This is an optimization exercise on Yosys and OpenROAD, whose aim is small area, not a production implementation.
Function was checked by simulation only, so behaviour that the tests miss may differ from the original.
Power is estimated from default activity; no workload was simulated. The flow treats the clock pin as an ideal source, which a real chip does not have.

==> design.v <==
package mac_pkg;
    localparam logic [47:0] local_mac     = 48'h02_00_00_00_00_01;
    localparam logic [7:0]  preamble_byte = 8'h55;
    localparam logic [7:0]  sfd_byte      = 8'hD5;
    localparam logic [31:0] crc_poly_refl = 32'hEDB8_8320;
    localparam logic [31:0] crc_residue   = 32'hDEBB_20E3;
    localparam logic [31:0] crc_after_hdr = 32'h2336_3C1D;
endpackage
import mac_pkg::*;
module crc32_engine
(
    input  logic [31:0] crc,
    input  logic [7:0]  x,
    output logic [31:0] crc_next
);
    function automatic logic [31:0] crc_table(input logic [7:0] x);
        logic [31:0] c;
        c = {24'h0, x};
        for (int i = 0; i < 8; i++) begin
            c = c[0] ? ((c >> 1) ^ crc_poly_refl) : (c >> 1);
        end
        crc_table = c;
    endfunction
    assign crc_next = {8'h00, crc[31:8]} ^ crc_table(x);
endmodule
import mac_pkg::*;
module tx_framer
(
    input  logic         clk,
    input  logic         rst_n,
    input  logic [31:0]  tx_data,
    input  logic [6:0]   tx_len,
    input  logic         tx_req,
    output logic         tx_ack,
    output logic [7:0]   gmii_tx_d,
    output logic         gmii_tx_en,
    output logic [31:0]  tx_frame_count
);
    localparam logic [1:0] st_collect = 2'd0;
    localparam logic [1:0] st_pre     = 2'd1;    
    localparam logic [1:0] st_payload = 2'd2;
    localparam logic [1:0] st_tail    = 2'd3;    
    logic [1:0]  state;
    logic [5:0]  cnt;
    logic [3:0]  wcnt;           
    logic [5:0]  lenm1;
    logic [31:0] words [16];
    logic        shift;
    logic        take;
    logic [7:0]  pre_byte;
    logic [7:0]  pay_byte;
    logic [31:0] crc;
    logic [31:0] crc_next;
    logic [7:0]  crc_x;
    assign take  = state == st_collect && tx_req && !tx_ack;
    assign shift = take || (state == st_pre && wcnt != 4'd0) ||
                   (state == st_payload && cnt[1:0] == 2'd3);
    always_ff @(posedge clk) begin
        if (shift) begin
            for (int k = 0; k < 15; k++) words[k] <= words[k + 1];
            words[15] <= tx_data;
        end
    end
    always_comb begin
        case (cnt[4:0])
            5'd8:                     pre_byte = sfd_byte;
            5'd9,  5'd10, 5'd11,
            5'd12, 5'd13, 5'd14:      pre_byte = 8'hFF;
            5'd15:                    pre_byte = 8'h02;
            5'd16, 5'd17, 5'd18,
            5'd19, 5'd22:             pre_byte = 8'h00;
            5'd20:                    pre_byte = 8'h01;
            5'd21:                    pre_byte = 8'h08;
            default:                  pre_byte = preamble_byte;
        endcase
    end
    assign pay_byte = words[0][8 * cnt[1:0] +: 8];
    always_comb begin
        case (state)
            st_pre:     gmii_tx_d = pre_byte;
            st_payload: gmii_tx_d = pay_byte;
            default:    gmii_tx_d = ~crc[7:0];
        endcase
    end
    assign crc_x = (state == st_payload) ? (crc[7:0] ^ pay_byte) : 8'h00;
    crc32_engine u_crc (
        .crc      (crc),
        .x        (crc_x),
        .crc_next (crc_next)
    );
    always_ff @(posedge clk) begin
        crc <= state[1] ? crc_next : crc_after_hdr;
    end
    assign gmii_tx_en = (state == st_pre && cnt != 6'd0) || state == st_payload ||
                        (state == st_tail && cnt[5:2] == 4'd0);
    always_ff @(posedge clk) begin
        if (state == st_collect && !tx_req && tx_ack) begin
            lenm1 <= 6'(tx_len - 7'd1);
        end
    end
    always_ff @(posedge clk) begin
        if (state == st_collect || (state == st_pre && cnt == 6'd22) ||
            (state == st_payload && cnt == lenm1)) begin
            cnt <= '0;
        end else begin
            cnt <= cnt + 6'd1;
        end
    end
    always_ff @(posedge clk or negedge rst_n) begin
        if (!rst_n) begin
            state          <= st_collect;
            wcnt           <= '0;
            tx_ack         <= 1'b0;
            tx_frame_count <= '0;
        end else begin
            case (state)
                st_collect: begin
                    if (take) begin
                        tx_ack <= 1'b1;
                        wcnt   <= wcnt + 4'd1;
                    end else if (!tx_req && tx_ack) begin
                        tx_ack <= 1'b0;
                        if (wcnt == 4'((tx_len + 7'd3) >> 2)) begin    
                            state <= st_pre;
                        end
                    end
                end
                st_pre: begin
                    if (wcnt != 4'd0) begin
                        wcnt <= wcnt + 4'd1;
                    end
                    if (cnt == 6'd22) begin
                        state <= st_payload;
                    end
                end
                st_payload: begin
                    if (cnt == lenm1) begin
                        state <= st_tail;
                    end
                end
                default: begin
                    if (cnt == 6'd3) begin
                        tx_frame_count <= tx_frame_count + 32'd1;
                    end
                    if (cnt == 6'd14) begin
                        state <= st_collect;
                    end
                end
            endcase
        end
    end
endmodule
import mac_pkg::*;
module rx_parser
(
    input  logic        clk,
    input  logic        rst_n,
    input  logic [7:0]  gmii_rx_d,
    input  logic        gmii_rx_dv,
    input  logic        gmii_rx_er,
    output logic        store_wr_en,      
    output logic        store_start,      
    output logic [1:0]  store_lane,
    output logic        store_commit,
    output logic [6:0]  store_commit_len,
    input  logic        store_busy,
    output logic [31:0] rx_drop_count
);
    localparam logic [1:0] st_idle     = 2'd0;
    localparam logic [1:0] st_preamble = 2'd1;
    localparam logic [1:0] st_frame    = 2'd2;    
    localparam logic [1:0] st_skip     = 2'd3;    
    logic [1:0]  state;
    logic [6:0]  cnt;           
    logic        accept;        
    logic        err_seen;
    logic        is_local;      
    logic        is_bcast;      
    logic        store_abort;
    logic        in_body;
    logic [31:0] crc;
    logic [31:0] crc_next;
    logic        len_ok;
    logic        frame_good;
    logic [7:0]  local_byte;
    assign in_body    = cnt >= 7'd14;
    assign len_ok     = cnt >= 7'd19 && cnt <= 7'd82;
    assign frame_good = accept && !err_seen && (is_local || is_bcast) && len_ok &&
                        crc == crc_residue;
    assign store_wr_en      = state == st_frame && in_body && accept && gmii_rx_dv;
    assign store_start      = store_wr_en && cnt == 7'd14;
    assign store_lane       = 2'(cnt + 7'd2);
    assign store_commit_len = cnt - 7'd18;
    crc32_engine u_crc (
        .crc      (crc),
        .x        (crc[7:0] ^ gmii_rx_d),
        .crc_next (crc_next)
    );
    always_ff @(posedge clk) begin
        crc <= (state == st_frame) ? crc_next : '1;
    end
    always_comb begin
        case (cnt[2:0])
            3'd0:    local_byte = 8'h02;
            3'd5:    local_byte = 8'h01;
            default: local_byte = 8'h00;
        endcase
    end
    always_ff @(posedge clk) begin
        if (state == st_preamble) begin
            cnt      <= '0;
            accept   <= !store_busy;
            err_seen <= gmii_rx_er;
            is_local <= 1'b1;
            is_bcast <= 1'b1;
        end else if (state == st_frame && gmii_rx_dv) begin
            if (cnt != 7'h7F) begin
                cnt <= cnt + 7'd1;
            end
            err_seen <= err_seen | gmii_rx_er;
            if (cnt < 7'd6) begin
                is_local <= is_local && gmii_rx_d == local_byte;
                is_bcast <= is_bcast && gmii_rx_d == 8'hFF;
            end
        end
    end
    always_ff @(posedge clk or negedge rst_n) begin
        if (!rst_n) begin
            state         <= st_idle;
            store_commit  <= 1'b0;
            store_abort   <= 1'b0;
            rx_drop_count <= '0;
        end else begin
            store_commit <= 1'b0;
            store_abort  <= 1'b0;
            if (store_abort) begin
                rx_drop_count <= rx_drop_count + 32'd1;
            end
            case (state)
                st_idle: begin
                    if (gmii_rx_dv) begin
                        state <= (gmii_rx_d == preamble_byte) ? st_preamble : st_skip;
                    end
                end
                st_preamble: begin
                    if (!gmii_rx_dv) begin
                        state <= st_idle;
                    end else if (gmii_rx_d == sfd_byte) begin
                        state <= st_frame;
                    end else if (gmii_rx_d != preamble_byte) begin
                        state <= st_skip;
                    end
                end
                st_frame: begin
                    if (!gmii_rx_dv) begin
                        store_commit <= in_body && frame_good;
                        store_abort  <= !(in_body && frame_good);
                        state        <= st_idle;
                    end
                end
                default: begin
                    if (!gmii_rx_dv) begin
                        state <= st_idle;
                    end
                end
            endcase
        end
    end
endmodule
import mac_pkg::*;
module rx_frame_buffer
(
    input  logic         clk,
    input  logic         rst_n,
    input  logic         store_wr_en,
    input  logic         store_start,
    input  logic [1:0]   store_lane,
    input  logic [7:0]   store_wr_byte,
    input  logic         store_commit,
    input  logic [6:0]   store_commit_len,
    output logic         store_busy,
    output logic [31:0]  rx_data,
    output logic [6:0]   rx_len,
    output logic         rx_last,
    output logic         rx_req,
    input  logic         rx_ack
);
    localparam int ring_len = 17;
    logic [3:0][7:0] ring [ring_len];
    logic [3:0][7:0] tap [9];        
    logic [3:0][7:0] word;           
    logic [4:0]      next_pos;       
    logic [3:0]      words_left;     
    logic            busy;
    logic            advance;
    logic            load;
    logic [1:0]      last_lane;
    assign store_busy = busy;
    assign last_lane  = rx_len[1:0] - 2'd1;
    assign rx_last    = words_left == 4'd0;
    assign advance    = busy && !rx_req && !rx_ack && !rx_last;
    always_ff @(posedge clk) begin
        for (int p = 0; p < ring_len; p++) begin
            for (int j = 0; j < 4; j++) begin
                if (p == j && store_wr_en && store_lane == 2'(j)) begin
                    ring[p][j] <= store_wr_byte;
                end else begin
                    ring[p][j] <= ring[(p + ring_len - 1) % ring_len][j];
                end
            end
        end
    end
    always_ff @(posedge clk) begin
        if (store_start) begin
            next_pos <= 5'd0;
        end else if (store_commit || advance) begin
            next_pos <= (next_pos >= 5'd3) ? next_pos - 5'd3 : next_pos + 5'd14;
        end else begin
            next_pos <= (next_pos == 5'd16) ? 5'd0 : next_pos + 5'd1;
        end
    end
    for (genvar t = 0; t < 9; t++) begin : g_tap
        assign tap[t] = ring[2 * t];
    end
    assign load = !next_pos[0] && (!busy || !rx_req || rx_ack);
    always_ff @(posedge clk) begin
        if (load) begin
            word <= tap[next_pos[4:1]];
        end
    end
    always_comb begin
        rx_data = word;
        for (int b = 0; b < 4; b++) begin
            if (rx_last && 2'(b) > last_lane) begin
                rx_data[8 * b +: 8] = 8'h00;
            end
        end
    end
    always_ff @(posedge clk) begin
        if (store_commit) begin
            words_left <= 4'((store_commit_len - 7'd1) >> 2);
            rx_len     <= store_commit_len;
        end else if (advance) begin
            words_left <= words_left - 4'd1;
        end
    end
    always_ff @(posedge clk or negedge rst_n) begin
        if (!rst_n) begin
            busy   <= 1'b0;
            rx_req <= 1'b0;
        end else if (store_commit) begin
            busy   <= 1'b1;
            rx_req <= 1'b1;
        end else if (rx_req && rx_ack) begin
            rx_req <= 1'b0;
        end else if (busy && !rx_req && !rx_ack) begin
            if (rx_last) begin
                busy <= 1'b0;
            end else begin
                rx_req <= 1'b1;
            end
        end
    end
endmodule
import mac_pkg::*;
module ethernet_mac
(
    input  logic         clk,
    input  logic         rst_n,
    input  logic [31:0]  tx_data,
    input  logic [6:0]   tx_len,
    input  logic         tx_req,
    output logic         tx_ack,
    output logic [31:0]  rx_data,
    output logic [6:0]   rx_len,
    output logic         rx_last,
    output logic         rx_req,
    input  logic         rx_ack,
    output logic [7:0]   gmii_tx_d,
    output logic         gmii_tx_en,
    input  logic [7:0]   gmii_rx_d,
    input  logic         gmii_rx_dv,
    input  logic         gmii_rx_er,
    output logic [31:0]  tx_frame_count,
    output logic [31:0]  rx_drop_count
);
    logic         store_wr_en;
    logic         store_start;
    logic [1:0]   store_lane;
    logic         store_commit;
    logic [6:0]   store_commit_len;
    logic         store_busy;
    tx_framer u_tx_framer (
        .clk            (clk),
        .rst_n          (rst_n),
        .tx_data        (tx_data),
        .tx_len         (tx_len),
        .tx_req         (tx_req),
        .tx_ack         (tx_ack),
        .gmii_tx_d      (gmii_tx_d),
        .gmii_tx_en     (gmii_tx_en),
        .tx_frame_count (tx_frame_count)
    );
    rx_parser u_rx_parser (
        .clk              (clk),
        .rst_n            (rst_n),
        .gmii_rx_d        (gmii_rx_d),
        .gmii_rx_dv       (gmii_rx_dv),
        .gmii_rx_er       (gmii_rx_er),
        .store_wr_en      (store_wr_en),
        .store_start      (store_start),
        .store_lane       (store_lane),
        .store_commit     (store_commit),
        .store_commit_len (store_commit_len),
        .store_busy       (store_busy),
        .rx_drop_count    (rx_drop_count)
    );
    rx_frame_buffer u_rx_buffer (
        .clk              (clk),
        .rst_n            (rst_n),
        .store_wr_en      (store_wr_en),
        .store_start      (store_start),
        .store_lane       (store_lane),
        .store_wr_byte    (gmii_rx_d),
        .store_commit     (store_commit),
        .store_commit_len (store_commit_len),
        .store_busy       (store_busy),
        .rx_data          (rx_data),
        .rx_len           (rx_len),
        .rx_last          (rx_last),
        .rx_req           (rx_req),
        .rx_ack           (rx_ack)
    );
endmodule
==> flow/run.sh <==
#!/bin/bash
# Standard layout with three changes:
#  - technology mapping with an area-oriented abc script (flow/abc_map.script)
#    in place of ORFS's abc_speed.script; the rest of the synthesis is unchanged
#  - ports buffered with the smallest buffer
#  - clock tree synthesis without dummy loads, with larger sink clusters
set -euo pipefail
rm -rf scripts
cp -r "$FLOW_HOME/scripts" scripts
cp flow/abc_map.script scripts/abc_speed.script
bash standard.sh \
  "SCRIPTS_DIR=$PWD/scripts" \
  "BUFFER_PORTS_ARGS=-buffer_cell sky130_fd_sc_hd__buf_1" \
  "CTS_ARGS=-sink_clustering_enable -repair_clock_nets -dont_use_dummy_load -buf_list sky130_fd_sc_hd__clkbuf_16 -sink_clustering_size 30 -sink_clustering_max_diameter 75" \
  finish > flow.log 2>&1
==> flow/abc_map.script <==
&get -n
&st
&dc2
&dch
&nf -a -R 1000
&st
&dc2
&dch
&nf -a -R 1000
&put
topo
==> standard.sh <==
#!/bin/bash
# synth_recipe.tcl (not shown) runs the flow's synth.tcl, then flattens the netlist and writes it again
# the make line also repeats each setting of config.mk as NAME=value (left out here)
make -C /OpenROAD-flow-scripts/flow DESIGN_CONFIG=/design/flow/config.mk WORK_HOME=/design/flow/orfs CLKGATE_MAP_FILE= SYNTH_SCRIPT=/design/flow/synth_recipe.tcl "${@:-finish}"
==> config.mk <==
export PLATFORM = sky130hd
export DESIGN_NAME = ethernet_mac
export DESIGN_NICKNAME = ethernet_mac
export VERILOG_FILES = /design/flow/design.v
export SDC_FILE = /design/flow/constraint.sdc
export NUM_CORES = 4
export LEC_CHECK = 0
export CAP_MARGIN = 20
export CORE_MARGIN = 2
export CORE_UTILIZATION = 60
export GPL_TIMING_DRIVEN = 0
export PLACE_DENSITY = 0.7
export SLEW_MARGIN = 20
==> constraint.sdc <==
create_clock -name core_clock -period 8.0 [get_ports {clk}]
set_input_delay 1.6000 -clock core_clock [delete_from_list [all_inputs] [get_ports {clk}]]
set_output_delay 1.6000 -clock core_clock [all_outputs]
set_load 0.01 [all_outputs]
==> results.sh, run 1 <==
export IMPL_status="no timing/DRC/antenna violations"
export IMPL_period_needed_ns=4.98
export IMPL_p_leak_nw=15.1
export IMPL_worstSkewPairLatency_ns=0.65
export IMPL_clk_pin_slew_worst_paths_ns=0.10
export IMPL_end_kind="primary output"
export IMPL_hp_start="u_rx_buffer.ring[10][14]"
export IMPL_synth_ff_type="dfxtp_1"
export IMPL_p_per_area_nw_per_um2=382
export IMPL_io_buffers=166
export IMPL_startpoint_type="flop"
export IMPL_ant_nets=0
export IMPL_syn_avg_cell_area_um2=17.0
export IMPL_crit_chain="clkinv_1 -> ha_1 -> clkinv_1 -> a22oi_1 -> buf_1"
export IMPL_async_reset_ff_share_pct=6.04
export IMPL_dp_hpwl_um=38200
export IMPL_ir_drop_uv=349
export IMPL_netlist_area_um2=38200
export IMPL_path_buf_inv=3
export IMPL_vias_per_cell=5.42
export IMPL_initial_core_util_pct=60.7
export IMPL_grt_pass1_vias=18000
export IMPL_vias=18100
export IMPL_total_power_mw=15.9
export IMPL_setup_violations=0
export IMPL_max_freq_mhz=201
export IMPL_die_y_um=256
export IMPL_final_common_cell="dfxtp_1"
export IMPL_grt_total_usage_pct=18.6
export IMPL_post_cts_buffers=0
export IMPL_r2r_start="u_tx_framer.state[1]"
export IMPL_path_delay_family="buffers and inverters"
export IMPL_synth_edf_count=563
export IMPL_cts_max_level=2
export IMPL_fin_skew_ns=0.0936
export IMPL_hold_path_class="flop to flop"
export IMPL_maxCapViolations=0
export IMPL_clock_sinks=1274
export IMPL_routabilityCongestion=0.807
export IMPL_hold_buffers=0
export IMPL_regToRegSetupSlack_ns=3.92
export IMPL_cpPeakStageDelay_ns=0.79
export IMPL_timing_hold_ws_ns=0.309
export IMPL_cts_path_max_buffers=3
export IMPL_seq_area_frac_synth_pct=82.5
export IMPL_core_area_um2=63000
export IMPL_r2r_end="u_tx_framer.words[0][9]"
export IMPL_n_fill_cell=4350
export IMPL_timing_final_hold_violations=0
export IMPL_drc=0
export IMPL_worstSetupPathType="flop to primary output"
export IMPL_fin_setup_tns_ns=0
export IMPL_synth_seq_cells=1274
export IMPL_die_area_um2=65700
export IMPL_area_delta_synth_final_pct=9.09
export IMPL_most_common_layout_cells="dfxtp_1, edfxtp_1, buf_1"
export IMPL_wl_per_cell_um=18.4
export IMPL_rows=92
export IMPL_grt_pass1_wl_um=97600
export IMPL_final_cells=3333
export IMPL_rsz0062_at_grt="false"
export IMPL_ctsResizeCount=0
export IMPL_cts_tree="yes"
export IMPL_crit_path_top_delay_cell="dfrtp_1"
export IMPL_netlist_instances=2247
export IMPL_slew_headroom_pct=32.9
export IMPL_yosys_warnings=7
export IMPL_cp_common_cell="clkinv_1"
export IMPL_routed_wl_um=61300
export IMPL_dp_cells=3280
export IMPL_ys_types=46
export IMPL_overflow=0
export IMPL_initialDrtViolationCount=1644
export IMPL_grt_antenna_before_repair=2
export IMPL_holdPathEnd="u_rx_buffer.ring[11][14]"
export IMPL_cp_arrival_ns=3.38
export IMPL_finalNetCount=2574
export IMPL_synth_nets=2333
export IMPL_tightest_slew_ns=1.01
export IMPL_final_layout_size_suffix_gt1_share_pct=4.06
export IMPL_critPathMaxFanout=24
export IMPL_min_path_cells=0
export IMPL_cts_root_buf="clkbuf_16"
export IMPL_die_w_um=256
export IMPL_grt_max_degree=121
export IMPL_slew_violations=0
export IMPL_numCtsBuffers=52
export IMPL_rr_worst_depth=7
export IMPL_drt_pass1_iterations=6
export IMPL_fin_crit_sh_pct=62.3
export IMPL_ioPinCount=168
export IMPL_required_ns=6.40
[cell usage after synthesis (all sizes together) (2+ instances only)]
| cell | instances | area share [%] |
|---|---|---|
| a211oi | 2 | 0.039 |
| a21o | 17 | 0.33 |
| a21oi | 92 | 1.2 |
| a221o | 32 | 0.84 |
| a222oi | 32 | 0.84 |
| a22oi | 72 | 1.4 |
| a31oi | 9 | 0.15 |
| and2 | 16 | 0.26 |
| and3 | 31 | 0.51 |
| and3b | 2 | 0.046 |
| and4 | 5 | 0.11 |
| buf | 8 | 0.16 |
| clkinv | 50 | 0.49 |
| dfrtp | 77 | 5.0 |
| dfxtp | 634 | 33 |
| edfxtp | 563 | 44 |
| ha | 33 | 1.1 |
| mux2 | 36 | 1.1 |
| mux4 | 8 | 0.47 |
| nand2 | 71 | 0.70 |
| nand3 | 52 | 0.68 |
| nand3b | 3 | 0.059 |
| nand4 | 17 | 0.28 |
| nand4b | 4 | 0.092 |
| nor2 | 55 | 0.54 |
| nor2b | 28 | 0.46 |
| nor3 | 19 | 0.25 |
| nor3b | 4 | 0.079 |
| nor4 | 5 | 0.082 |
| nor4b | 2 | 0.046 |
| o2111ai | 5 | 0.11 |
| o211ai | 2 | 0.039 |
| o21a | 6 | 0.12 |
| o21ai | 83 | 1.1 |
| o22ai | 7 | 0.11 |
| o31ai | 2 | 0.039 |
| or3 | 2 | 0.033 |
| or4 | 2 | 0.039 |
| xnor2 | 89 | 2.0 |
| xor2 | 64 | 1.5 |
[through the flow]
step | worst slack [ns] | util, % | instance area [um2]
floorplan | 2.28 | - | 38200
global placement | 0.326 | 63.4 | 39900
detailed placement | 3.44 | 64.1 | 40400
CTS | 2.89 | 66.2 | 41700
global route | 2.74 | 66.2 | 41700
finish | 3.02 | 66.2 | 41700
[kinds of logic (layout without fill, tap and decap cells)]
kind of cell | Yosys count | in the layout | share of synthesized area (%)
compound gates | 363 | 363 | 6.37
xor+xnor | 153 | 153 | 3.51
fa+ha+maj | 33 | 33 | 1.08
buf+inv | 58 | 297 | 0.648
flops | 1274 | 1274 | 82.5
mux | 44 | 44 | 1.53
other cells | 0 | 1 | 0
simple gates | 322 | 322 | 4.35
[where the power goes]
group | switching [mW] | internal (mW)
registers | 0.567 | 9.28
logic | 2.19 | 0.960
clock network | 1.74 | 1.17
total | 4.50 | 11.4
[cell type report]
cell class | count | area, um2 | area share, %
inverters | 50 | 188 | 0.450
multi-input cells | 915 | 6480 | 15.5
clock buffers | 52 | 1300 | 3.12
repair buffers | 187 | 1060 | 2.55
diodes | 1 | 2.50 | 0.00600
well taps | 846 | 1060 | 2.54
plain buffers | 8 | 60.1 | 0.144
flip-flops and latches | 1274 | 31500 | 75.6
[flip-flops by register name (all words and copies together), names as in the netlist, 2 cells and up]
| register | flops |
|---|---|
| u_rx_buffer.word | 32 |
| u_tx_framer.lenm1 | 6 |
| u_rx_buffer.words_left | 4 |
| u_tx_framer.words | 512 |
| u_rx_parser.state | 2 |
| u_tx_framer.crc | 32 |
| u_rx_buffer.rx_len | 7 |
| u_tx_framer.cnt | 6 |
| u_tx_framer.pre_byte | 6 |
| u_rx_buffer.next_pos | 5 |
| u_tx_framer.state | 2 |
| u_rx_parser.rx_drop_count | 32 |
| u_tx_framer.tx_frame_count | 32 |
| u_rx_parser.crc | 32 |
| u_rx_parser.cnt | 7 |
| u_rx_buffer.ring | 544 |
| u_tx_framer.wcnt | 4 |
[worst reg2reg max path, delay by kind of cell, from the launching register on]
| kind | cells | cell delay, ns |
|---|---|---|
| adders and majority gates | 1 | 0.54 |
| DFF | 1 | 0.79 |
| and+or+nand+nor | 1 | 0.34 |
| AOI/OAI and AO/OA | 1 | 0.43 |
| buffers and inverters | 4 | 1.60 |
[worst max path at each step]
| stage | from | endpoint | slack [ns] | depth (start not counted) |
|---|---|---|---|---|
| 6_report | u_tx_framer.state[1] | gmii_tx_d[1] | 3.02 | 5 |
| 5_1_grt | u_tx_framer.state[1] | gmii_tx_d[7] | 2.74 | 5 |
| 4_1_cts | u_tx_framer.state[1] | gmii_tx_d[7] | 2.89 | 5 |
| 3_5_place_dp | gmii_rx_d[0] | u_rx_parser.crc[20] | 3.44 | 7 |
| 3_3_place_gp | u_rx_buffer.next_pos[2] | u_rx_buffer.word[22] | 0.33 | 5 |
| 2_1_floorplan | tx_req | u_tx_framer.words[0][0] | 2.28 | 2 |
[per-layer routing]
layer	track usage [%]	vias up	wire (um)
li1	-	8697	-
met1	27.2	8876	28700
met2	29.8	414	28300
met3	2.58	89	2930
met4	4.91	0	1340
met5	0	-	0
==> inputs of run 2 (changes only) <==
==> flow/abc_map.script (replaced) <==
&get -n
&st
&dch
&nf -a
&st
&dch
&nf -a
&put
topo
--- a/config.mk
+++ b/config.mk
@@ -8,6 +8,5 @@
 export CAP_MARGIN = 20
 export CORE_MARGIN = 2
 export CORE_UTILIZATION = 60
-export GPL_TIMING_DRIVEN = 0
 export PLACE_DENSITY = 0.7
 export SLEW_MARGIN = 20
==> results.sh, run 2 <==
export IMPL_drt_pass1_iterations=7
export IMPL_fin_crit_sh_pct=61.5
export IMPL_max_freq_mhz=203
export IMPL_cts_root_buf="clkbuf_16"
export IMPL_die_w_um=257
export IMPL_grt_max_degree=231
export IMPL_crit_path_top_delay_cell="dfrtp_1"
export IMPL_n_fill_cell=4364
export IMPL_clk_pin_slew_worst_paths_ns=0.10
export IMPL_startpoint_type="flop"
export IMPL_grt_pass1_vias=17900
export IMPL_cts_path_max_buffers=3
export IMPL_core_area_um2=63200
export IMPL_path_delay_family="buffers and inverters"
export IMPL_cp_common_cell="clkinv_1"
export IMPL_routabilityCongestion=0.829
export IMPL_end_kind="primary output"
export IMPL_synth_edf_count=563
export IMPL_netlist_area_um2=38400
export IMPL_synth_seq_cells=1274
export IMPL_netlist_area_leader_share_pct=44.0
export IMPL_synth_most_common_cell="dfxtp_1"
export IMPL_synth_nets=2373
export IMPL_yosysTopAreaCell="edfxtp_1"
export IMPL_p_leak_nw=14.9
export IMPL_initialDrtViolationCount=1661
export IMPL_ioPinCount=168
export IMPL_vias_per_cell=5.43
export IMPL_critPathMaxFanout=23
export IMPL_drc=0
export IMPL_area_delta_synth_final_pct=8.31
export IMPL_yosys_top_cells_area="edfxtp_1, dfxtp_1, dfrtp_1, xnor2_1, xor2_1"
export IMPL_status="no timing/DRC/antenna violations"
export IMPL_die_y_um=257
export IMPL_setup_violations=0
export IMPL_fin_setup_tns_ns=0
export IMPL_synth_commonest_cells="dfxtp_1, edfxtp_1, nand2_1"
export IMPL_ant_nets=0
export IMPL_regMostFlops="u_rx_buffer.ring"
export IMPL_rows=92
export IMPL_vias=18300
export IMPL_path_buf_inv=3
export IMPL_ctsResizeCount=0
export IMPL_overflow=0
export IMPL_timing_hold_ws_ns=0.278
export IMPL_post_cts_buffers=0
export IMPL_yosys_warnings=7
export IMPL_crit_chain="clkinv_1 -> ha_1 -> clkinv_1 -> a22oi_1 -> buf_1"
export IMPL_cpPeakStageDelay_ns=0.77
export IMPL_cts_max_level=2
export IMPL_slew_headroom_pct=31.5
export IMPL_hold_buffers=0
export IMPL_netlist_instances=2287
export IMPL_grt_antenna_before_repair=4
export IMPL_finalNetCount=2605
export IMPL_seq_area_frac_synth_pct=82.1
export IMPL_async_reset_ff_share_pct=6.04
export IMPL_rsz0062_at_grt="false"
export IMPL_required_ns=6.40
export IMPL_timing_final_hold_violations=0
export IMPL_tightest_slew_ns=1.02
export IMPL_period_needed_ns=4.92
export IMPL_cp_arrival_ns=3.32
export IMPL_synth_ff_type="dfxtp_1"
export IMPL_syn_avg_cell_area_um2=16.8
export IMPL_grt_total_usage_pct=18.0
export IMPL_die_area_um2=66100
export IMPL_numCtsBuffers=52
export IMPL_p_per_area_nw_per_um2=389
export IMPL_wl_per_cell_um=17.8
export IMPL_worstSetupPathType="flop to primary output"
export IMPL_fin_skew_ns=0.100
export IMPL_ir_drop_uv=369
export IMPL_final_layout_size_suffix_gt1_share_pct=3.34
export IMPL_largest_register_ffs=544
export IMPL_routed_wl_um=59800
export IMPL_top_regs="u_rx_buffer.ring: 544 flops, u_tx_framer.words: 512 flops"
export IMPL_most_common_layout_cells="dfxtp_1, edfxtp_1, buf_1"
export IMPL_maxCapViolations=0
export IMPL_final_common_cell="dfxtp_1"
export IMPL_worstSkewPairLatency_ns=0.66
export IMPL_initial_core_util_pct=60.8
export IMPL_clock_sinks=1274
export IMPL_grt_pass1_wl_um=95500
export IMPL_hold_path_class="flop to flop"
export IMPL_cts_tree="yes"
export IMPL_ys_types=53
export IMPL_io_buffers=166
export IMPL_slew_violations=0
export IMPL_dp_hpwl_um=35900
[run 2: cell types whose count changed in the layout (fill, tap and decap cells not counted), moves of 16 or more]
cell      previous run  this run
a221o_1             32         2
nand2_1             70       107
a22oi_1             72        16
a41oi_1              0        16
nand3_1             52        29
a221oi_1             0        28
and3_1              31        15
nor2_1              55        73
a22o_1               0        21
[run 2: cells by family (layout without fill, tap and decap cells)]
group	after synthesis	after routing	synth area share [%]
compound gates	344	344	6.12
xor+xnor	168	168	3.87
fa+ha+maj	33	33	1.07
buf+inv	58	288	0.645
flops	1274	1274	82.1
mux	44	44	1.52
other cells	0	1	0
simple gates	366	366	4.71
[run 2: report_power, final]
group | internal [mW] | switching [mW] | total [mW]
combinational | 1.02 | 2.31 | 3.33
clock | 1.17 | 1.73 | 2.90
sequential | 9.36 | 0.587 | 9.95
total | 11.5 | 4.63 | 16.2
[run 2: final timing paths]
check                      slack, ns                    from                       endpoint  cells after the start
max reg2reg                     4.06    u_tx_framer.state[1]            u_tx_framer.crc[20]                      7
min reg2reg                     0.28  u_rx_buffer.ring[3][9]         u_rx_buffer.ring[4][9]                      0
max in group asynchronous       6.39                   rst_n  u_rx_parser.rx_drop_count[14]                      3
min in group asynchronous       1.01                   rst_n           u_tx_framer.state[0]                      2
min                             0.28  u_rx_buffer.ring[3][9]         u_rx_buffer.ring[4][9]                      0
max                             3.08    u_tx_framer.state[1]                   gmii_tx_d[1]                      5
[run 2: layer usage]
metal | GRT usage [%] | routed length (um)
met2 | 28.6 | 27600
met3 | 2.47 | 2750
met1 | 26.5 | 28000
met5 | 0 | 0
met4 | 5.17 | 1450
[run 2: area by class of cell]
type / count / area, um2 / area share (%)
flip-flops and latches: 1274 / 31500 / 75.8
multi-input cells: 955 / 6670 / 16.0
clock buffers: 52 / 1300 / 3.13
well taps: 846 / 1060 / 2.54
repair buffers: 186 / 862 / 2.07
inverters: 50 / 188 / 0.451
diodes: 1 / 2.50 / 0.00601
[run 2: per-stage QoR]
| stage | instance area, um2 | setup WS (ns) | utilization, % | power (mW) | cells |
|---|---|---|---|---|---|
| after floorplan | 38400 | 0.848 | - | 12.6 | 2287 |
| after global placement | 40200 | 3.64 | 63.6 | 13.2 | 3308 |
| after detailed placement | 40200 | 3.58 | 63.6 | 13.4 | 3308 |
| after CTS | 41500 | 3.03 | 65.7 | 16.3 | 3360 |
| after global routing | 41600 | 2.82 | 65.8 | 17.1 | 3363 |
| final | 41600 | 3.08 | 65.8 | 16.2 | 3364 |
==> inputs of run 3 (changes only) <==
--- a/flow/run.sh
+++ b/flow/run.sh
@@ -11,5 +11,5 @@
 bash standard.sh \
   "SCRIPTS_DIR=$PWD/scripts" \
   "BUFFER_PORTS_ARGS=-buffer_cell sky130_fd_sc_hd__buf_1" \
-  "CTS_ARGS=-sink_clustering_enable -repair_clock_nets -dont_use_dummy_load -buf_list sky130_fd_sc_hd__clkbuf_16 -sink_clustering_size 30 -sink_clustering_max_diameter 75" \
+  "CTS_ARGS=-sink_clustering_enable -repair_clock_nets -dont_use_dummy_load -buf_list sky130_fd_sc_hd__clkbuf_8 -sink_clustering_buffer sky130_fd_sc_hd__clkbuf_16 -sink_clustering_size 34 -sink_clustering_max_diameter 75" \
   finish > flow.log 2>&1
==> flow/abc_map.script (replaced) <==
&get -n
&st
&dc2
&dch
&nf -a -R 1000
&st
&dc2
&dch
&nf -a -R 1000
&put
topo
==> results.sh, run 3 <==
export IMPL_netlist_area_um2=38200
export IMPL_synth_nets=2333
export IMPL_core_area_um2=63000
export IMPL_final_layout_size_suffix_gt1_share_pct=3.12
export IMPL_synth_edf_count=563
export IMPL_clk_pin_slew_worst_paths_ns=0.12
export IMPL_grt_total_usage_pct=18.0
export IMPL_max_freq_mhz=199
export IMPL_netlist_area_leader_share_pct=44.2
export IMPL_timing_hold_ws_ns=0.265
export IMPL_synth_commonest_cells="dfxtp_1, edfxtp_1, a21oi_1"
export IMPL_rsz0062_at_grt="false"
export IMPL_fin_setup_tns_ns=0
export IMPL_area_delta_synth_final_pct=7.75
export IMPL_overflow=0
export IMPL_post_cts_buffers=0
export IMPL_hold_buffers=0
export IMPL_yosys_top_cells_area="edfxtp_1, dfxtp_1, dfrtp_1, xnor2_1, xor2_1"
export IMPL_top_usage_layer="met2"
export IMPL_maxCapViolations=0
export IMPL_grt_antenna_before_repair=3
export IMPL_grt_pass1_wl_um=94300
export IMPL_numCtsBuffers=48
export IMPL_critPathMaxFanout=24
export IMPL_drt_pass1_iterations=9
export IMPL_setup_violations=0
export IMPL_initialDrtViolationCount=1597
export IMPL_final_common_cell="dfxtp_1"
export IMPL_die_y_um=256
export IMPL_yosysTopAreaCell="edfxtp_1"
export IMPL_netlist_instances=2247
export IMPL_drc=0
export IMPL_seq_area_frac_synth_pct=82.5
export IMPL_cp_arrival_ns=3.42
export IMPL_yosys_warnings=7
export IMPL_status="no timing/DRC/antenna violations"
export IMPL_ys_types=46
export IMPL_routabilityCongestion=0.830
export IMPL_ant_nets=0
export IMPL_routed_wl_um=59700
export IMPL_hold_path_class="flop to flop"
export IMPL_initial_core_util_pct=60.7
export IMPL_startpoint_type="flop"
export IMPL_slew_headroom_pct=22.5
export IMPL_slew_violations=0
export IMPL_required_ns=6.40
export IMPL_clock_sinks=1274
export IMPL_ir_drop_uv=385
export IMPL_regMostFlops="u_rx_buffer.ring"
export IMPL_min_path_cells=0
export IMPL_vias=18000
export IMPL_most_common_layout_cells="dfxtp_1, edfxtp_1, buf_1"
export IMPL_grt_max_degree=177
export IMPL_dp_hpwl_um=35800
export IMPL_met2_usage_pct=28.1
export IMPL_rows=92
export IMPL_synth_most_common_cell="dfxtp_1"
export IMPL_tightest_slew_ns=1.16
export IMPL_cts_path_max_buffers=3
export IMPL_worstSetupPathType="flop to primary output"
export IMPL_ctsResizeCount=0
export IMPL_cts_max_level=2
export IMPL_timing_final_hold_violations=0
export IMPL_die_w_um=256
export IMPL_synth_ff_type="dfxtp_1"
export IMPL_finalNetCount=2557
export IMPL_cts_tree="yes"
export IMPL_syn_avg_cell_area_um2=17.0
export IMPL_grt_pass1_vias=17500
export IMPL_period_needed_ns=5.02
export IMPL_vias_per_cell=5.43
export IMPL_fin_skew_ns=0.128
export IMPL_die_area_um2=65700
export IMPL_p_leak_nw=14.9
export IMPL_wl_per_cell_um=18.0
export IMPL_grt_use_met1_pct=26.7
export IMPL_async_reset_ff_share_pct=6.04
export IMPL_rr_worst_depth=5
export IMPL_ioPinCount=168
export IMPL_fin_crit_sh_pct=62.8
export IMPL_worstSkewPairLatency_ns=0.79
export IMPL_p_per_area_nw_per_um2=377
export IMPL_io_buffers=166
export IMPL_synth_seq_cells=1274
export IMPL_end_kind="primary output"
export IMPL_largest_register_ffs=544
export IMPL_use_met3_pct=2.77
export IMPL_cts_root_buf="clkbuf_8"
export IMPL_top_regs="u_rx_buffer.ring: 544 flops, u_tx_framer.words: 512 flops"
-- run 3: worst max-delay path, stage by stage, from the launching register on --
cell	delay [ns]
dfrtp_1	0.78
clkinv_1	0.59
ha_1	0.49
clkinv_1	0.32
a22oi_1	0.36
buf_1	0.19
-- run 3: stage by stage --
step | setup WS [ns] | total power [mW] | cells | cell area, um2 | utilization [%]
CTS | 2.85 | 15.7 | 3315 | 41200 | 65.4
floorplan | 2.28 | 12.1 | 2247 | 38200 | -
detailed placement | 3.52 | 13.0 | 3267 | 40000 | 63.6
global route | 2.66 | 16.3 | 3317 | 41200 | 65.4
global placement | 3.56 | 12.8 | 3267 | 40000 | 63.6
finish | 2.98 | 15.5 | 3317 | 41200 | 65.4
-- run 3: worst paths after layout --
path,startpoint,end,slack [ns]
setup / recovery,u_tx_framer.state[1],gmii_tx_d[7],2.98
hold / removal,u_rx_buffer.ring[12][21],u_rx_buffer.ring[13][21],0.26
setup reg to reg,u_tx_framer.state[1],u_tx_framer.words[13][21],4.10
hold reg to reg,u_rx_buffer.ring[12][21],u_rx_buffer.ring[13][21],0.26
max in group asynchronous,rst_n,u_rx_parser.rx_drop_count[18],6.52
min in group asynchronous,rst_n,u_tx_framer.wcnt[0],0.91
-- run 3: area by class of cell --
type | count | area (um2)
Timing Repair Buffer | 182 | 776
Sequential cell | 1274 | 31500
Tap cell | 846 | 1060
Multi-Input combinational cell | 915 | 6470
Inverter | 50 | 188
Fill cell | 4410 | 21800
Clock buffer | 48 | 1140
Antenna cell | 2 | 5.00
-- run 3: routing by layer --
metal,wire (um),vias to the layer above
li1,-,8666
met1,27600,8828
met2,27200,443
met3,3390,88
met4,1550,0
met5,0,-
-- run 3: logic make-up after synthesis --
logic type | count (synthesis) | share of synthesized area, %
flops | 1274 | 82.5
xor+xnor | 153 | 3.51
fa+ha+maj | 33 | 1.08
mux | 44 | 1.53
simple gates | 322 | 4.35
compound gates | 363 | 6.37
buf+inv | 58 | 0.648
-- run 3: report_power, final --
part | switching (mW) | internal [mW]
registers | 0.573 | 9.30
logic | 2.11 | 0.802
clock network | 1.71 | 1.01
==> inputs of run 4 (changes only) <==
--- a/design.v
+++ b/design.v
@@ -208,13 +208,15 @@
     end
     always_ff @(posedge clk) begin
         if (state == st_preamble) begin
-            cnt      <= '0;
+            if (!store_busy) begin
+                cnt <= '0;
+            end
             accept   <= !store_busy;
             err_seen <= gmii_rx_er;
             is_local <= 1'b1;
             is_bcast <= 1'b1;
         end else if (state == st_frame && gmii_rx_dv) begin
-            if (cnt != 7'h7F) begin
+            if (accept && cnt != 7'h7F) begin
                 cnt <= cnt + 7'd1;
             end
             err_seen <= err_seen | gmii_rx_er;
@@ -336,10 +338,10 @@
             end
         end
     end
+    assign rx_len = store_commit_len;
     always_ff @(posedge clk) begin
         if (store_commit) begin
             words_left <= 4'((store_commit_len - 7'd1) >> 2);
-            rx_len     <= store_commit_len;
         end else if (advance) begin
             words_left <= words_left - 4'd1;
         end
--- a/config.mk
+++ b/config.mk
@@ -7,6 +7,6 @@
 export LEC_CHECK = 0
 export CAP_MARGIN = 20
 export CORE_MARGIN = 2
-export CORE_UTILIZATION = 60
-export PLACE_DENSITY = 0.7
+export CORE_UTILIZATION = 70
+export PLACE_DENSITY = 0.8
 export SLEW_MARGIN = 20
==> results.sh, run 4 <==
export IMPL_status="no timing/DRC/antenna violations"
export IMPL_numCtsBuffers=46
export IMPL_timing_hold_ws_ns=0.225
export IMPL_final_common_cell="dfxtp_1"
export IMPL_yosysTopAreaCell="edfxtp_1"
export IMPL_wl_per_cell_um=19.8
export IMPL_seq_area_frac_synth_pct=82.5
export IMPL_initialDrtViolationCount=1560
export IMPL_synth_commonest_cells="dfxtp_1, edfxtp_1, nand2_1"
export IMPL_netlist_instances=2258
export IMPL_crit_path_top_delay_cell="dfrtp_1"
export IMPL_die_w_um=237
export IMPL_clk_pin_slew_worst_paths_ns=0.12
export IMPL_ant_nets=0
export IMPL_synth_most_common_cell="dfxtp_1"
export IMPL_largest_register_ffs=544
export IMPL_p_per_area_nw_per_um2=399
export IMPL_startpoint_type="flop"
export IMPL_io_buffers=166
export IMPL_finalNetCount=2561
export IMPL_final_layout_size_suffix_gt1_share_pct=3.11
export IMPL_critPathMaxFanout=24
export IMPL_end_kind="primary output"
export IMPL_r2r_end="u_tx_framer.tx_frame_count[28]"
export IMPL_cts_root_buf="clkbuf_8"
export IMPL_grt_total_usage_pct=22.6
export IMPL_startpoint="u_tx_framer.state[1]"
export IMPL_cpPeakStageDelay_ns=0.78
export IMPL_most_common_layout_cells="dfxtp_1, edfxtp_1, buf_1"
export IMPL_finalCoreUtilization_pct=75.8
export IMPL_dp_cells=3125
export IMPL_ys_types=50
export IMPL_die_y_um=237
export IMPL_seq_area_um2=31400
export IMPL_synth_nets=2341
export IMPL_syn_avg_cell_area_um2=16.9
export IMPL_post_place_ws_ns=3.50
export IMPL_slew_headroom_pct=31.5
export IMPL_cts_max_level=2
export IMPL_rsz0062_at_grt="false"
export IMPL_netlist_area_leader_share_pct=44.4
export IMPL_fin_setup_tns_ns=0
export IMPL_synth_ff_type="dfxtp_1"
export IMPL_area_delta_synth_final_pct=7.18
export IMPL_core_area_um2=53800
export IMPL_async_reset_ff_share_pct=6.08
export IMPL_ctsResizeCount=0
export IMPL_grt_pass1_vias=18200
export IMPL_cp_common_cell="clkinv_1"
export IMPL_max_freq_mhz=202
export IMPL_fin_crit_sh_pct=62.0
export IMPL_crit_chain="clkinv_1 -> ha_1 -> clkinv_1 -> a22oi_1 -> buf_1"
export IMPL_p_leak_nw=14.7
export IMPL_routed_wl_um=62900
export IMPL_fin_ws_ns=3.04
export IMPL_yosys_top_cells_area="edfxtp_1, dfxtp_1, dfrtp_1, xor2_1, xnor2_1"
export IMPL_grt_max_degree=232
export IMPL_yosys_warnings=7
export IMPL_final_cells=3173
export IMPL_hold_buffers=0
export IMPL_worstSetupPathType="flop to primary output"
export IMPL_maxCapViolations=0
export IMPL_ir_drop_uv=327
export IMPL_top_regs="u_rx_buffer.ring: 544 flops, u_tx_framer.words: 512 flops"
export IMPL_cts_path_max_buffers=3
export IMPL_timing_final_hold_violations=0
export IMPL_hold_path_class="flop to flop"
export IMPL_multi_input_area_um2=6450
export IMPL_rr_worst_depth=13
export IMPL_vias_per_cell=5.74
export IMPL_r2r_start="u_tx_framer.cnt[0]"
export IMPL_dp_hpwl_um=36700
export IMPL_period_needed_ns=4.96
export IMPL_synth_edf_count=563
export IMPL_overflow=0
export IMPL_routabilityCongestion=0.846
export IMPL_vias=18200
export IMPL_n_fill_cell=3075
export IMPL_grt_pass1_wl_um=99000
export IMPL_cts_tree="yes"
export IMPL_regToRegSetupSlack_ns=4.14
export IMPL_regMostFlops="u_rx_buffer.ring"
export IMPL_crit_end="gmii_tx_d[0]"
export IMPL_worstSkewPairLatency_ns=0.79
export IMPL_drt_pass1_iterations=6
export IMPL_post_cts_buffers=0
export IMPL_setup_violations=0
export IMPL_required_ns=6.40
export IMPL_tightest_slew_ns=1.02
export IMPL_clock_sinks=1267
export IMPL_rows=85
export IMPL_netlist_area_um2=38100
export IMPL_ioPinCount=168
export IMPL_initial_core_util_pct=70.7
export IMPL_synth_seq_cells=1267
export IMPL_fin_skew_ns=0.140
export IMPL_slew_violations=0
export IMPL_cp_arrival_ns=3.36
export IMPL_grt_antenna_before_repair=4
export IMPL_drc=0
export IMPL_die_area_um2=56200
run 4: cell types whose count changed in the layout (fill, tap and decap cells not counted), moves of 12 or more:
cell	previous run	this run
a22o_1	0	15
o21a_1	6	22
xor2_1	64	76
nand4_1	17	32
a221o_1	32	2
nand2_1	70	94
a221oi_1	0	17
nand3_1	52	27
a41oi_1	0	14
a222oi_1	32	49
nor2_1	55	85
xnor2_1	89	72
a22oi_1	72	24
run 4: worst min path at each step:
stage	from	endpoint	slack, ns	cells after the start
finish	u_rx_buffer.ring[13][13]	u_rx_buffer.ring[14][13]	0.23	0
global route	u_rx_buffer.ring[10][15]	u_rx_buffer.ring[11][15]	0.25	0
CTS	u_rx_buffer.ring[10][15]	u_rx_buffer.ring[11][15]	0.22	0
detailed placement	u_rx_buffer.ring[15][23]	u_rx_buffer.ring[16][23]	0.31	0
global placement	u_rx_buffer.ring[13][7]	u_rx_buffer.ring[14][7]	0.31	0
floorplan	u_rx_buffer.ring[9][0]	u_rx_buffer.ring[10][0]	0.31	0
run 4: where the power goes:
part	switching [mW]	internal, mW	leakage [nW]
sequential	0.762	9.56	11.6
clock	1.70	0.975	0.541
combinational	2.32	0.971	2.64
run 4: cell type report:
| cell class | instances | share of cell area, % |
|---|---|---|
| flip-flops and latches | 1267 | 76.9 |
| multi-input cells | 929 | 15.8 |
| inverters | 53 | 0.488 |
| diodes | 1 | 0.00613 |
| well taps | 696 | 2.13 |
| clock buffers | 46 | 2.68 |
| repair buffers | 181 | 1.92 |
run 4: routing by layer:
layer	GRT usage, %	wire (um)	part of all wire [%]	vias to the layer above
li1	-	-	-	8687
met1	32.3	27600	44	8947
met2	37.3	30800	49	491
met3	2.54	3030	4.8	98
met4	6.94	1490	2.4	0
met5	0	0	0	-
run 4: cells by family (layout without fill, tap and decap cells):
| group | count (synthesis) | after routing | share of synthesized area, % |
|---|---|---|---|
| flip-flops | 1267 | 1267 | 82.5 |
| XOR/XNOR | 148 | 148 | 3.41 |
| other | 0 | 1 | 0 |
| AND/OR/NAND/NOR | 354 | 354 | 4.60 |
| adder cells (fa/ha/maj) | 30 | 30 | 0.986 |
| buffers and inverters | 62 | 280 | 0.700 |
| multiplexers | 43 | 43 | 1.51 |
| AO/OA/AOI/OAI | 354 | 354 | 6.33 |
run 4: metrics by stage:
stage          power, mW  cell area, um2
2_1_floorplan       12.6           38100
3_3_place_gp        13.4           39700
3_5_place_dp        13.7           39700
4_1_cts             16.4           40800
5_1_grt             17.1           40800
6_report            16.3           40800
run 4: critical path, delay by kind of cell (launching register included):
family | cells | cell delay, ns
fa+ha+maj | 1 | 0.48
compound gates | 1 | 0.34
buf+inv | 3 | 1.08
flops | 1 | 0.78
==> inputs of run 5 (changes only) <==
--- a/config.mk
+++ b/config.mk
@@ -7,6 +7,6 @@
 export LEC_CHECK = 0
 export CAP_MARGIN = 20
 export CORE_MARGIN = 2
-export CORE_UTILIZATION = 70
-export PLACE_DENSITY = 0.8
+export CORE_UTILIZATION = 60
+export PLACE_DENSITY = 0.7
 export SLEW_MARGIN = 20
==> results.sh, run 5 <==
export IMPL_status="no timing/DRC/antenna violations"
export IMPL_drc=0
export IMPL_synth_edf_count=563
export IMPL_ctsResizeCount=0
export IMPL_critPathMaxFanout=24
export IMPL_routed_wl_um=59800
export IMPL_synth_nets=2341
export IMPL_initial_core_util_pct=60.5
export IMPL_netlist_area_leader_share_pct=44.4
export IMPL_synth_ff_type="dfxtp_1"
export IMPL_end_kind="primary output"
export IMPL_netlist_instances=2258
export IMPL_p_comb_share_pct=20.4
export IMPL_synthSimpleGateAreaFrac_pct=4.60
export IMPL_dp_hpwl_um=36000
export IMPL_path_buf_inv=3
export IMPL_seq_area_frac_synth_pct=82.5
export IMPL_top_regs="u_rx_buffer.ring: 544 flops, u_tx_framer.words: 512 flops"
export IMPL_worstSetupPathType="flop to primary output"
export IMPL_die_area_um2=65500
export IMPL_timing_final_hold_violations=0
export IMPL_post_cts_buffers=0
export IMPL_die_w_um=256
export IMPL_syn_avg_cell_area_um2=16.9
export IMPL_routabilityCongestion=0.847
export IMPL_synth_most_common_cell="dfxtp_1"
export IMPL_post_dp_cell_area_um2=39900
export IMPL_yosysTopAreaCell="edfxtp_1"
export IMPL_crit_path_top_delay_cell="dfrtp_1"
export IMPL_p_per_area_nw_per_um2=396
export IMPL_grt_total_usage_pct=18.2
export IMPL_required_ns=6.40
export IMPL_grt_pass1_vias=18000
export IMPL_maxCapViolations=0
export IMPL_io_buffers=166
export IMPL_grt_max_degree=201
export IMPL_rsz0062_at_grt="false"
export IMPL_clockPowerShare_pct=16.7
export IMPL_pwr_share_seq_pct=62.9
export IMPL_setup_violations=0
export IMPL_finalNetCount=2566
export IMPL_die_y_um=256
export IMPL_wl_per_cell_um=18.0
export IMPL_yosys_top_cells_area="edfxtp_1, dfxtp_1, dfrtp_1, xor2_1, xnor2_1"
export IMPL_p_leak_nw=14.8
export IMPL_initialDrtViolationCount=1408
export IMPL_synth_commonest_cells="dfxtp_1, edfxtp_1, nand2_1"
export IMPL_ir_drop_uv=445
export IMPL_grt_antenna_before_repair=5
export IMPL_cpPeakStageDelay_ns=0.77
export IMPL_fin_skew_ns=0.0758
export IMPL_cts_max_level=2
export IMPL_ys_types=50
export IMPL_cts_path_max_buffers=3
export IMPL_numCtsBuffers=48
export IMPL_total_power_mw=16.2
export IMPL_startpoint_type="flop"
export IMPL_most_common_layout_cells="dfxtp_1, edfxtp_1, buf_1"
export IMPL_met2_usage_pct=29.2
export IMPL_crit_chain="clkinv_1 -> ha_1 -> clkinv_1 -> a22oi_1 -> buf_1"
export IMPL_cp_common_cell="clkinv_1"
export IMPL_async_reset_ff_share_pct=6.08
export IMPL_hold_path_class="flop to flop"
export IMPL_intPower_mw=11.5
export IMPL_grt_pass1_wl_um=95600
export IMPL_regMostFlops="u_rx_buffer.ring"
export IMPL_cts_tree="yes"
export IMPL_netlist_area_um2=38100
export IMPL_tightest_slew_ns=1.07
export IMPL_slew_violations=0
export IMPL_vias=18100
export IMPL_hold_buffers=0
export IMPL_rows=92
export IMPL_yosys_warnings=7
export IMPL_synth_seq_cells=1267
export IMPL_grt_use_met1_pct=26.7
export IMPL_final_layout_size_suffix_gt1_share_pct=3.35
export IMPL_p_sw_share_pct=29.0
export IMPL_clk_pin_slew_worst_paths_ns=0.11
export IMPL_cts_root_buf="clkbuf_8"
export IMPL_largest_register_ffs=544
export IMPL_core_area_um2=62900
export IMPL_clock_sinks=1267
export IMPL_use_met3_pct=2.25
export IMPL_final_common_cell="dfxtp_1"
export IMPL_drt_pass1_iterations=8
export IMPL_fin_crit_sh_pct=62.2
export IMPL_path_delay_family="buffers and inverters"
export IMPL_synth_mux_area_share_pct=1.51
export IMPL_synth_xor_xnor_area_share_pct=3.41
export IMPL_period_needed_ns=4.98
export IMPL_top_usage_layer="met2"
export IMPL_worstSkewPairLatency_ns=0.74
export IMPL_vias_per_cell=5.44
export IMPL_slew_headroom_pct=28.6
export IMPL_p_sw_mw=4.71
export IMPL_ant_nets=0
export IMPL_synth_top_family_by_area="compound AO/OA/AOI/OAI gates"
export IMPL_overflow=0
export IMPL_cp_arrival_ns=3.38
export IMPL_max_freq_mhz=201
export IMPL_area_delta_synth_final_pct=7.87
export IMPL_final_design_area_no_fill_um2=41100
export IMPL_fin_setup_tns_ns=0
export IMPL_ioPinCount=168
export IMPL_synth_compound_area_share_pct=6.33
export IMPL_yosys_area_share_adder_pct=0.986
-- run 5: cell counts after synthesis --
No cell type changed its count.
-- run 5: cell type report --
class / count / area, um2
flip-flops and latches: 1267 / 31400
fillers: 4397 / 21800
multi-input cells: 929 / 6450
clock buffers: 48 / 1140
well taps: 846 / 1060
repair buffers: 184 / 807
inverters: 53 / 199
diodes: 1 / 2.50
-- run 5: cell families (layout without fill, tap and decap cells) --
kind of cell	after synthesis	count (layout)
XOR/XNOR	148	148
other	0	1
buffers and inverters	62	285
adder cells (fa/ha/maj)	30	30
flip-flops	1267	1267
AO/OA/AOI/OAI	354	354
AND/OR/NAND/NOR	354	354
multiplexers	43	43
-- run 5: power groups by stage --
| stage | sequential (mW) | clock, mW | combinational (mW) |
|---|---|---|---|
| after floorplan | 10.3 | 0 | 2.34 |
| after global placement | 10.3 | 0 | 3.21 |
| after detailed placement | 10.4 | 0 | 3.32 |
| after CTS | 10.2 | 2.81 | 3.33 |
| after global routing | 10.4 | 3.02 | 3.69 |
| final | 10.2 | 2.72 | 3.31 |
-- run 5: per-layer routing --
layer | up-vias | part of all wire (%)
met4 | 0 | 1.9
met2 | 416 | 47
met3 | 75 | 4.4
met5 | - | 0
met1 | 8902 | 47
li1 | 8695 | -
-- run 5: worst register-to-register path, stage by stage (launching register included) --
cell,delay (ns)
dfxtp_1,0.61
nor2b_1,0.27
and2_1,0.85
buf_4,0.48
nor4_1,0.13
nand2_2,0.51
buf_4,0.58
nand4_1,0.22
o21a_1,0.15
-- run 5: path summary, 6_finish.rpt --
path,start,to,slack [ns],cells past startpoint
min in group asynchronous,rst_n,u_tx_framer.tx_frame_count[23],1.16,2
max,u_tx_framer.state[1],gmii_tx_d[0],3.02,5
max reg2reg,u_rx_buffer.next_pos[3],u_rx_buffer.word[5],3.99,8
max in group asynchronous,rst_n,u_rx_buffer.rx_req,6.19,2
min reg2reg,u_rx_buffer.ring[14][11],u_rx_buffer.ring[15][11],0.32,0
min,u_rx_buffer.ring[14][11],u_rx_buffer.ring[15][11],0.32,0
-- run 5: metrics by stage --
stage / instances / setup slack [ns] / hold WS [ns] / utilization (%)
final: 3328 / 3.02 / 0.316 / 65.3
after global routing: 3328 / 2.76 / 0.311 / 65.3
after CTS: 3326 / 2.97 / 0.308 / 65.3
after detailed placement: 3278 / 3.63 / 0.312 / 63.4
after global placement: 3278 / 3.65 / 0.311 / 63.4
after floorplan: 2258 / 2.14 / 0.310 / -
==> inputs of run 6 (changes only) <==
--- a/config.mk
+++ b/config.mk
@@ -7,6 +7,6 @@
 export LEC_CHECK = 0
 export CAP_MARGIN = 20
 export CORE_MARGIN = 2
-export CORE_UTILIZATION = 60
-export PLACE_DENSITY = 0.7
+export CORE_UTILIZATION = 65
+export PLACE_DENSITY = 0.75
 export SLEW_MARGIN = 20
==> results.sh, run 6 <==
export IMPL_status="no timing/DRC/antenna violations"
export IMPL_cts_root_buf="clkbuf_8"
export IMPL_die_w_um=246
export IMPL_fin_setup_tns_ns=0
export IMPL_largest_register_ffs=544
export IMPL_antennaDiodeCount=0
export IMPL_total_power_mw=16.2
export IMPL_intPower_mw=11.5
export IMPL_area_delta_synth_final_pct=7.45
export IMPL_worstSkewPairLatency_ns=0.77
export IMPL_vias=18200
export IMPL_max_freq_mhz=199
export IMPL_grt_antenna_before_repair=4
export IMPL_end_kind="primary output"
export IMPL_slew_violations=0
export IMPL_hold_path_class="flop to flop"
export IMPL_syn_avg_cell_area_um2=16.9
export IMPL_overflow=0
export IMPL_async_reset_ff_share_pct=6.08
export IMPL_grt_pass1_wl_um=95100
export IMPL_timing_final_hold_violations=0
export IMPL_clockPowerShare_pct=16.6
export IMPL_clock_sinks=1267
export IMPL_regToRegSetupSlack_ns=4.12
export IMPL_p_comb_share_pct=20.3
export IMPL_netlist_instances=2258
export IMPL_maxCapViolations=0
export IMPL_ctsResizeCount=0
export IMPL_required_ns=6.40
export IMPL_vias_per_cell=5.61
export IMPL_pwr_share_seq_pct=63.1
export IMPL_yosys_warnings=7
export IMPL_initialDrtViolationCount=1516
export IMPL_rr_worst_depth=5
export IMPL_worstSetupPathType="flop to primary output"
export IMPL_post_dp_cell_area_um2=39700
export IMPL_grt_total_usage_pct=20.0
export IMPL_drc=0
export IMPL_setup_violations=0
export IMPL_numCtsBuffers=47
export IMPL_p_sw_mw=4.71
export IMPL_wl_per_cell_um=18.6
export IMPL_yosys_top_cells_area="edfxtp_1, dfxtp_1, dfrtp_1, xor2_1, xnor2_1"
export IMPL_synth_seq_cells=1267
export IMPL_startpoint_type="flop"
export IMPL_rsz0062_at_grt="false"
export IMPL_netlist_area_um2=38100
export IMPL_cts_max_level=2
export IMPL_min_path_cells=0
export IMPL_ioPinCount=168
export IMPL_cts_path_max_buffers=3
export IMPL_most_common_layout_cells="dfxtp_1, edfxtp_1, buf_1"
export IMPL_synth_ff_type="dfxtp_1"
export IMPL_r2r_end="u_tx_framer.words[13][9]"
export IMPL_fin_crit_sh_pct=62.9
export IMPL_fin_skew_ns=0.0935
export IMPL_netlist_area_leader_share_pct=44.4
export IMPL_regMostFlops="u_rx_buffer.ring"
export IMPL_slew_headroom_pct=33.8
export IMPL_core_area_um2=57800
export IMPL_finalNetCount=2561
export IMPL_period_needed_ns=5.03
export IMPL_grt_pass1_vias=17900
export IMPL_tightest_slew_ns=0.990
export IMPL_p_leak_nw=14.7
export IMPL_n_fill_cell=3703
export IMPL_synth_edf_count=563
export IMPL_post_cts_buffers=0
export IMPL_ir_drop_uv=350
export IMPL_yosysTopAreaCell="edfxtp_1"
export IMPL_clk_pin_slew_worst_paths_ns=0.12
export IMPL_p_per_area_nw_per_um2=397
export IMPL_die_y_um=246
export IMPL_final_design_area_no_fill_um2=40900
export IMPL_post_place_ws_ns=3.49
export IMPL_r2r_start="u_tx_framer.state[1]"
export IMPL_io_buffers=166
export IMPL_final_common_cell="dfxtp_1"
export IMPL_startpoint="u_tx_framer.state[1]"
export IMPL_ys_types=50
export IMPL_critPathMaxFanout=24
export IMPL_synth_nets=2341
export IMPL_cp_arrival_ns=3.43
export IMPL_die_area_um2=60500
export IMPL_drt_pass1_iterations=6
export IMPL_hold_buffers=0
export IMPL_rows=88
export IMPL_dp_cells=3193
export IMPL_p_sw_share_pct=29.0
export IMPL_routabilityCongestion=0.858
export IMPL_final_cells=3241
export IMPL_initial_core_util_pct=65.8
export IMPL_crit_end="gmii_tx_d[0]"
export IMPL_seq_area_frac_synth_pct=82.5
export IMPL_top_regs="u_rx_buffer.ring: 544 flops, u_tx_framer.words: 512 flops"
export IMPL_fin_ws_ns=2.97
export IMPL_synth_commonest_cells="dfxtp_1, edfxtp_1, nand2_1"
export IMPL_synth_most_common_cell="dfxtp_1"
export IMPL_ant_nets=0
export IMPL_grt_max_degree=226
export IMPL_final_layout_size_suffix_gt1_share_pct=3.11
export IMPL_dp_hpwl_um=35300
export IMPL_routed_wl_um=60100
export IMPL_cts_tree="yes"
## run 6: cell counts after synthesis
Identical to the previous run, type by type.
## run 6: worst min-delay path by stage
stage | start | end | slack [ns]
2_1_floorplan | u_rx_buffer.ring[9][0] | u_rx_buffer.ring[10][0] | 0.31
3_3_place_gp | u_rx_buffer.ring[9][28] | u_rx_buffer.ring[10][28] | 0.31
3_5_place_dp | u_rx_buffer.ring[13][23] | u_rx_buffer.ring[14][23] | 0.31
4_1_cts | u_rx_buffer.ring[9][16] | u_rx_buffer.ring[10][16] | 0.31
5_1_grt | u_rx_buffer.ring[11][22] | u_rx_buffer.ring[12][22] | 0.30
6_report | u_rx_buffer.ring[11][22] | u_rx_buffer.ring[12][22] | 0.27
## run 6: per-stage QoR
step	hold WS [ns]	util, %
after floorplan	0.310	-
after global placement	0.310	68.8
after detailed placement	0.312	68.8
after CTS	0.306	70.7
after global routing	0.304	70.7
final	0.273	70.7
## run 6: layout make-up
| class | instances | area [um2] | share of cell area (%) |
|---|---|---|---|
| sequential | 1267 | 31400 | 76.8 |
| multi-input combinational | 929 | 6450 | 15.8 |
| clock buffer | 47 | 1120 | 2.74 |
| tap | 765 | 957 | 2.34 |
| timing repair buffer | 180 | 777 | 1.90 |
| inverter | 53 | 199 | 0.487 |
## run 6: power by group through the flow
stage | Clock, mW | Combinational [mW] | Sequential [mW]
after floorplan | 0 | 2.34 | 10.3
after detailed placement | 0 | 3.27 | 10.4
after global routing | 2.98 | 3.67 | 10.4
after CTS | 2.78 | 3.29 | 10.3
after global placement | 0 | 3.17 | 10.2
final | 2.69 | 3.29 | 10.2
## run 6: routing by layer
metal  wire length (um)  part of all wire (%)  track usage (%)
met5                  0                     0                0
met4               1330                   2.2             5.22
met3               3260                   5.4             2.98
met2              28000                    46             31.6
met1              27600                    46             29.4
## run 6: worst max-delay path, stage by stage, from the launching register on
cell and delay [ns]:
dfrtp_1 0.80, clkinv_1 0.59, ha_1 0.48, clkinv_1 0.30, a22oi_1 0.38, buf_1 0.19
## run 6: cell families (layout without fill, tap and decap cells)
group | after synthesis | in the layout | share of synthesized area [%]
DFF | 1267 | 1267 | 82.5
AOI/OAI and AO/OA | 354 | 354 | 6.33
and+or+nand+nor | 354 | 354 | 4.60
xor gates and xnor gates | 148 | 148 | 3.41
buffers and inverters | 62 | 280 | 0.700
muxes | 43 | 43 | 1.51
adders and majority gates | 30 | 30 | 0.986
==> inputs of run 7 (changes only) <==
--- a/flow/run.sh
+++ b/flow/run.sh
@@ -11,5 +11,5 @@
 bash standard.sh \
   "SCRIPTS_DIR=$PWD/scripts" \
   "BUFFER_PORTS_ARGS=-buffer_cell sky130_fd_sc_hd__buf_1" \
-  "CTS_ARGS=-sink_clustering_enable -repair_clock_nets -dont_use_dummy_load -buf_list sky130_fd_sc_hd__clkbuf_8 -sink_clustering_buffer sky130_fd_sc_hd__clkbuf_16 -sink_clustering_size 34 -sink_clustering_max_diameter 75" \
+  "CTS_ARGS=-sink_clustering_enable -repair_clock_nets -dont_use_dummy_load -buf_list sky130_fd_sc_hd__clkbuf_8 -sink_clustering_buffer sky130_fd_sc_hd__clkbuf_16 -sink_clustering_size 36 -sink_clustering_max_diameter 65" \
   finish > flow.log 2>&1
--- a/config.mk
+++ b/config.mk
@@ -7,6 +7,6 @@
 export LEC_CHECK = 0
 export CAP_MARGIN = 20
 export CORE_MARGIN = 2
-export CORE_UTILIZATION = 65
-export PLACE_DENSITY = 0.75
+export CORE_UTILIZATION = 70
+export PLACE_DENSITY = 0.8
 export SLEW_MARGIN = 20
==> results.sh, run 7 <==
export IMPL_status="no timing/DRC/antenna violations"
export IMPL_setup_violations=0
export IMPL_regMostFlops="u_rx_buffer.ring"
export IMPL_rows=85
export IMPL_end_kind="primary output"
export IMPL_final_layout_size_suffix_gt1_share_pct=3.27
export IMPL_synth_nets=2341
export IMPL_dr_wl_met3_um=3360
export IMPL_grt_pass1_vias=18300
export IMPL_hold_path_class="flop to flop"
export IMPL_seq_area_frac_synth_pct=82.5
export IMPL_finalNetCount=2565
export IMPL_intPower_mw=11.6
export IMPL_synth_most_common_cell="dfxtp_1"
export IMPL_synth_commonest_cells="dfxtp_1, edfxtp_1, nand2_1"
export IMPL_yosys_warnings=7
export IMPL_grt_pass1_wl_um=98000
export IMPL_ioPinCount=168
export IMPL_synth_seq_cells=1267
export IMPL_yosys_top_cells_area="edfxtp_1, dfxtp_1, dfrtp_1, xor2_1, xnor2_1"
export IMPL_die_y_um=237
export IMPL_topRoutingLayerUsed="met4"
export IMPL_crit_path_top_delay_cell="dfrtp_1"
export IMPL_die_area_um2=56200
export IMPL_final_cells=3178
export IMPL_period_needed_ns=4.93
export IMPL_maxCapViolations=0
export IMPL_cts_root_buf="clkbuf_8"
export IMPL_clk_pin_slew_worst_paths_ns=0.12
export IMPL_p_leak_nw=14.8
export IMPL_p_sw_mw=4.77
export IMPL_rsz0062_at_grt="false"
export IMPL_path_delay_family="buffers and inverters"
export IMPL_grt_max_degree=232
export IMPL_post_cts_buffers=0
export IMPL_vias=18300
export IMPL_clockPowerShare_pct=16.8
export IMPL_tightest_slew_ns=1.08
export IMPL_routabilityCongestion=0.846
export IMPL_dp_hpwl_um=36700
export IMPL_initialDrtViolationCount=1632
export IMPL_clock_sinks=1267
export IMPL_timing_final_hold_violations=0
export IMPL_wl_per_cell_um=19.7
export IMPL_area_delta_synth_final_pct=7.46
export IMPL_p_sw_share_pct=29.2
export IMPL_vias_per_cell=5.74
export IMPL_p_per_area_nw_per_um2=399
export IMPL_r2r_start="u_tx_framer.cnt[0]"
[run 7: cell types whose count changed in the layout (fill, tap and decap cells not counted)]
| cell | change |
|---|---|
| clkbuf_16 | +2 |
| buf_16 | +1 |
| diode_2 | +2 |
| buf_4 | +1 |
[run 7: routing by layer]
layer | global-route usage, % | vias up
li1 | - | 8702
met1 | 31.3 | 8922
met2 | 36.9 | 516
met3 | 3.10 | 116
met4 | 7.59 | 0
met5 | 0 | -
[run 7: path summary, 6_finish.rpt]
path | end | slack, ns | cells after the start
worst max-delay path | gmii_tx_d[0] | 3.07 | 5
worst min-delay path | u_rx_buffer.ring[6][29] | 0.28 | 0
worst max register to register | u_tx_framer.tx_frame_count[28] | 4.08 | 13
worst min register to register | u_rx_buffer.ring[6][29] | 0.28 | 0
max in group asynchronous | u_rx_buffer.busy | 6.62 | 2
min in group asynchronous | u_tx_framer.state[1] | 0.78 | 1
[run 7: layout make-up]
type | count | area [um2]
Antenna cell | 2 | 5.00
Clock buffer | 49 | 1170
Fill cell | 3089 | 12900
Inverter | 53 | 199
Multi-Input combinational cell | 929 | 6450
Sequential cell | 1267 | 31400
Tap cell | 696 | 871
Timing Repair Buffer | 182 | 812
[run 7: power groups by stage]
stage,Clock [mW],Sequential (mW),Combinational [mW]
floorplan,0,10.3,2.34
global placement,0,10.2,3.16
detailed placement,0,10.4,3.26
CTS,2.81,10.3,3.28
global route,3.00,10.5,3.66
finish,2.74,10.3,3.29
[run 7: per-stage QoR]
| stage | cell area, um2 | power (mW) |
|---|---|---|
| CTS | 40800 | 16.4 |
| finish | 40900 | 16.3 |
| global placement | 39700 | 13.4 |
| floorplan | 38100 | 12.6 |
| global route | 40900 | 17.2 |
| detailed placement | 39700 | 13.7 |
[run 7: kinds of logic after synthesis]
group / Yosys count / share of synthesized area (%)
flops: 1267 / 82.5
compound gates: 354 / 6.33
simple gates: 354 / 4.60
xor+xnor: 148 / 3.41
buf+inv: 62 / 0.700
mux: 43 / 1.51
fa+ha+maj: 30 / 0.986
[run 7: worst register-to-register path, delay by kind of cell, from the launching register on]
kind | cells | cell delay, ns
simple gates | 11 | 2.39
flops | 1 | 0.89
fa+ha+maj | 1 | 0.38
xor+xnor | 1 | 0.13

Re-timed with assumed drivers on the ports (clkbuf_16 on the clock, buf_2 on other inputs), run 7 has 3.005 ns of setup slack against 3.066 ns with ideal ports, and 3.368 ns once port delays also move by the mid clock arrival of 0.775 ns.
